From an optimization exercise on the open Yosys and OpenROAD flow, aimed at small area, a short achievable clock period and few clock cycles per item; shortcuts taken in it are not production practice. In this exercise RTL edits were held to simulation tests only and were not proved equivalent to the original. Power and IR drop assume default switching activity.

== east ==
// mips_core
module mips_core #(
	parameter int dmem_depth = 64
) (
	input  logic                  clk,
	input  logic                  rst,
	output logic [xlen-1:0]       pc,
	input  logic [xlen-1:0]       instr,
	output logic                  wb_en,
	output logic [reg_addr_w-1:0] wb_addr,
	output logic [xlen-1:0]       wb_data
);
==> flow/config.mk <==
export PLATFORM = sky130hd
export DESIGN_NAME = mips_core
export DESIGN_NICKNAME = mips_core
export VERILOG_FILES = /design/flow/design.v
export SDC_FILE = /design/flow/constraint.sdc
export NUM_CORES = 4
export LEC_CHECK = 0
export CAP_MARGIN = 20
export CORE_MARGIN = 2
export CORE_UTILIZATION = 35
export CTS_BUF_LIST = sky130_fd_sc_hd__clkbuf_8 sky130_fd_sc_hd__clkbuf_16
export CTS_CLUSTER_DIAMETER = 100
export CTS_CLUSTER_SIZE = 25
export PLACE_DENSITY = 0.5
export SETUP_SLACK_MARGIN = 2.8
export SLEW_MARGIN = 20
export SYNTH_HIERARCHICAL = 1
==> flow/constraint.sdc <==
create_clock -name core_clock -period 5.5 [get_ports {clk}]
set_input_delay 1.1000 -clock core_clock [delete_from_list [all_inputs] [get_ports {clk}]]
set_output_delay 1.1000 -clock core_clock [all_outputs]
set_load 0.01 [all_outputs]
standard.sh (not shown) runs the stock make flow with config.mk's settings and CLKGATE_MAP_FILE= SYNTH_SCRIPT=/design/flow/synth_recipe.tcl, a recipe that flattens the netlist after the stock synthesis.
==> flow/flow/run.sh <==
#!/bin/bash
# The standard layout with one extra step between global placement
# (with its resizing) and detailed placement, in flow/tweak.tcl:
#  - the port buffers, which global placement inserts as delay cells, become
#    plain buf_4 cells;
#  - flip-flops driving output port buffers go from drive 1 to 2;
#  - the second level of the register file and data memory read trees
#    (nand4 gates fed by a222oi gates, which drive the trees' long wires)
#    goes from nand4_1 to nand4_2.
# Detailed placement then legalizes as usual. Each step logs to its own file.
set -euo pipefail
here=$(pwd)
res=$here/orfs/results/$FLOW_PLATFORM/mips_core/base
bash standard.sh "$res/3_4_place_resized.odb" > "$here/flow_to_resized.log" 2>&1
openroad -no_init -exit -log "$here/flow_tweak.log" "$here/flow/tweak.tcl" > "$here/flow_tweak.out" 2>&1
bash standard.sh finish > "$here/flow_finish.log" 2>&1
Other scripts of this flow, unchanged in this note and not shown: flow/flow/tweak.tcl
Testbench counts of east, summed over its fixed seeds: cycles 11,637, instructions 11,354.
Input changes introduced in west (baseline for comparison: east):
--- a/flow/design.v
+++ b/flow/design.v
@@ -298,33 +298,30 @@
 module data_mem (
 	input  logic            clk,
 	input  logic            rst,
 	input  logic [5:0]      ra_n,
 	input  logic            re_n,
 	input  logic [7:0]      plo,
 	input  logic [7:0]      phi,
 	input  logic [xlen-1:0] pd,
-	input  logic [5:0]      pa,
-	input  logic            pv,
 	input  logic [xlen-1:0] ex,
 	output logic [xlen-1:0] rd,
 	input  logic            ga,
 	input  logic            gb,
 	output logic [xlen-1:0] ga1,
 	output logic [xlen-1:0] ga2,
 	output logic [xlen-1:0] gb1,
 	output logic [xlen-1:0] gb2
 );
 	logic [63:0] valid;
 	logic [63:0] valid_n;
 	logic [63:0] wsel;
 	logic [63:0] rsel;
-	logic rsel_p;
-	logic [63:0] pend;
+	logic rsel_p, pmatch;
 	logic [7:0] slo, shi;
 	logic [xlen-1:0] sd;
 	logic [xlen-1:0] words [64];
 	always_ff @(posedge clk or posedge rst) begin
 		if (rst) begin
 			slo <= '0;
 		end else begin
 			slo <= plo;
@@ -342,26 +339,22 @@
 	assign valid_n = valid | wsel;
 	always_ff @(posedge clk or posedge rst) begin
 		if (rst) begin
 			valid <= '0;
 		end else begin
 			valid <= valid_n;
 		end
 	end
-	always_comb begin
-		for (int k = 0; k < 64; k++) begin
-			pend[k] = plo[k % 8] && phi[k / 8];
-		end
-	end
+	assign pmatch = plo[ra_n[2:0]] && phi[ra_n[5:3]];
 	always_ff @(posedge clk) begin
 		for (int k = 0; k < 64; k++) begin
-			rsel[k] <= re_n && valid_n[k] && !pend[k] && ra_n == 6'(k);
+			rsel[k] <= re_n && valid_n[k] && ra_n == 6'(k) && !pmatch;
 		end
-		rsel_p <= re_n && pv && ra_n == pa;
+		rsel_p <= re_n && pmatch;
 	end
 	for (genvar k = 0; k < 64; k++) begin : g_word
 		logic [xlen-1:0] nxt;
 		logic wsel_n;
 		cg_inv u_wn (.a(wsel[k]), .y(wsel_n));
 		for (genvar i = 0; i < xlen; i++) begin : g_b
 			cg_a22o u_m (.a1(wsel[k]), .a2(sd[i]), .b1(wsel_n), .b2(words[k][i]), .y(nxt[i]));
 		end
@@ -434,18 +427,16 @@
 	logic e_add, e_sub, e_and, e_or, e_nor, e_slt;
 	logic [4:0] e_dest;
 	logic [7:0] e_imm;
 	logic [xlen-1:0] e_a, e_b;
 	logic e_fb_late;
 	logic m_we, m_sdlate;
 	logic [4:0] m_dest;
 	logic [7:0] m_wlo, m_whi;
-	logic [5:0] m_addr;
-	logic m_sw;
 	logic [xlen-1:0] m_x;
 	logic [7:0] w_lo;
 	logic [3:0] w_hi;
 	logic [xlen-1:0] w_data;
 	logic d_use_rs;
 	logic [4:0] ra1_n, ra2_n, wa_n;
 	logic e_hit_rs, e_hit_rt, m_hit_rs, m_hit_rt;
 	logic fa_m, fa_w, fa_r, fb_m, fb_w, fb_r, fb_late;
@@ -531,37 +522,34 @@
 		e_fb_late <= fb_late;
 		e_a <= e_a_d;
 		e_b <= e_b_d;
 	end
 	ks_add #(.sub(1'b0), .w(8)) u_addr (.a(e_a[7:0]), .b(e_imm), .s(addr8));
 	always_ff @(posedge clk or posedge rst) begin
 		if (rst) begin
 			m_we <= 1'b0;
-			m_sw <= 1'b0;
 			m_wlo <= '0;
 		end else begin
 			m_we <= e_we;
-			m_sw <= e_sw;
 			m_wlo <= e_sw ? 8'(1) << addr8[4:2] : 8'd0;
 		end
 	end
 	always_ff @(posedge clk) begin
 		m_dest <= e_dest;
 		m_whi <= 8'(1) << addr8[7:5];
-		m_addr <= addr8[7:2];
 		m_x <= m_x_d;
 		m_sdlate <= e_fb_late;
 	end
 	logic [xlen-1:0] st_data;
 	assign st_data = m_sdlate ? w_data : m_x;
 	data_mem u_dmem (
 		.clk(clk), .rst(rst),
 		.ra_n(addr8[7:2]), .re_n(e_lw),
-		.plo(m_wlo), .phi(m_whi), .pd(st_data), .pa(m_addr), .pv(m_sw),
+		.plo(m_wlo), .phi(m_whi), .pd(st_data),
 		.ex(m_x), .rd(wbn),
 		.ga(fa_w), .gb(fb_w), .ga1(wa1), .ga2(wa2), .gb1(wb1), .gb2(wb2)
 	);
 	always_ff @(posedge clk or posedge rst) begin
 		if (rst) begin
 			wb_en <= 1'b0;
 			w_lo <= '0;
 			w_hi <= '0;
## What came out
- Any difference in final instance count without filler cells between east and west is small enough to ignore.
- | number of clock buffers inserted by TritonCTS | west vs east | 1 lower |
- Against east, west comes in 31 higher on post-CTS setup-driven buffer insertion count.
- In terms of detailed-route wire length, east and west differ only marginally.
- Multi-input gate count shrinks slightly when moving from east to west.
- Against east as the reference, west delivers a higher core utilization of the finished layout.
- met2 track utilization from global routing ends up lower on west.
- A slowest cell on the critical path of mux4_2 is what west shows, while a222oi_1 belongs to east.
- Looking at number of buffer and inverter stages on the critical path, west sits above east.
- Diff west and east: via count lower in west
- west against east: combinational power share +0.3 points, global-route met1 utilization -0.48 points.
- Compared with east, west shows a lower post-placement cell count.
Testbench counts of west, summed over its fixed seeds: cycles 11,637, instructions 11,354.

==> afterwards: timing with drivers on the ports <==
The results above use ideal ports. As a check the final layouts listed here were re-extracted and re-timed, cells and wires unchanged.
Step 1, drivers: a clkbuf_16 drives clk and a buf_2 each remaining input, both assumed.
Step 2, shift: input delay + t, output delay - t, t = (earliest + latest rising clock arrival at the registers) / 2. This alone moves slack from input paths to output paths.
Three values: no drivers, after step 1, after step 2; two values: the first two.
run | t, ns | slack for setup (ns) | worst hold slack (ns) | worst data-port slew with drivers (ns)
east | 1.058 | 2.695 / 2.695 / 2.695 | 0.334 / 0.285 / 0.334 | 0.08
west | 1.056 | 2.630 / 2.630 / 2.630 | 0.329 / 0.245 / 0.334 | 0.05
After both steps setup and hold are still met in every run listed.
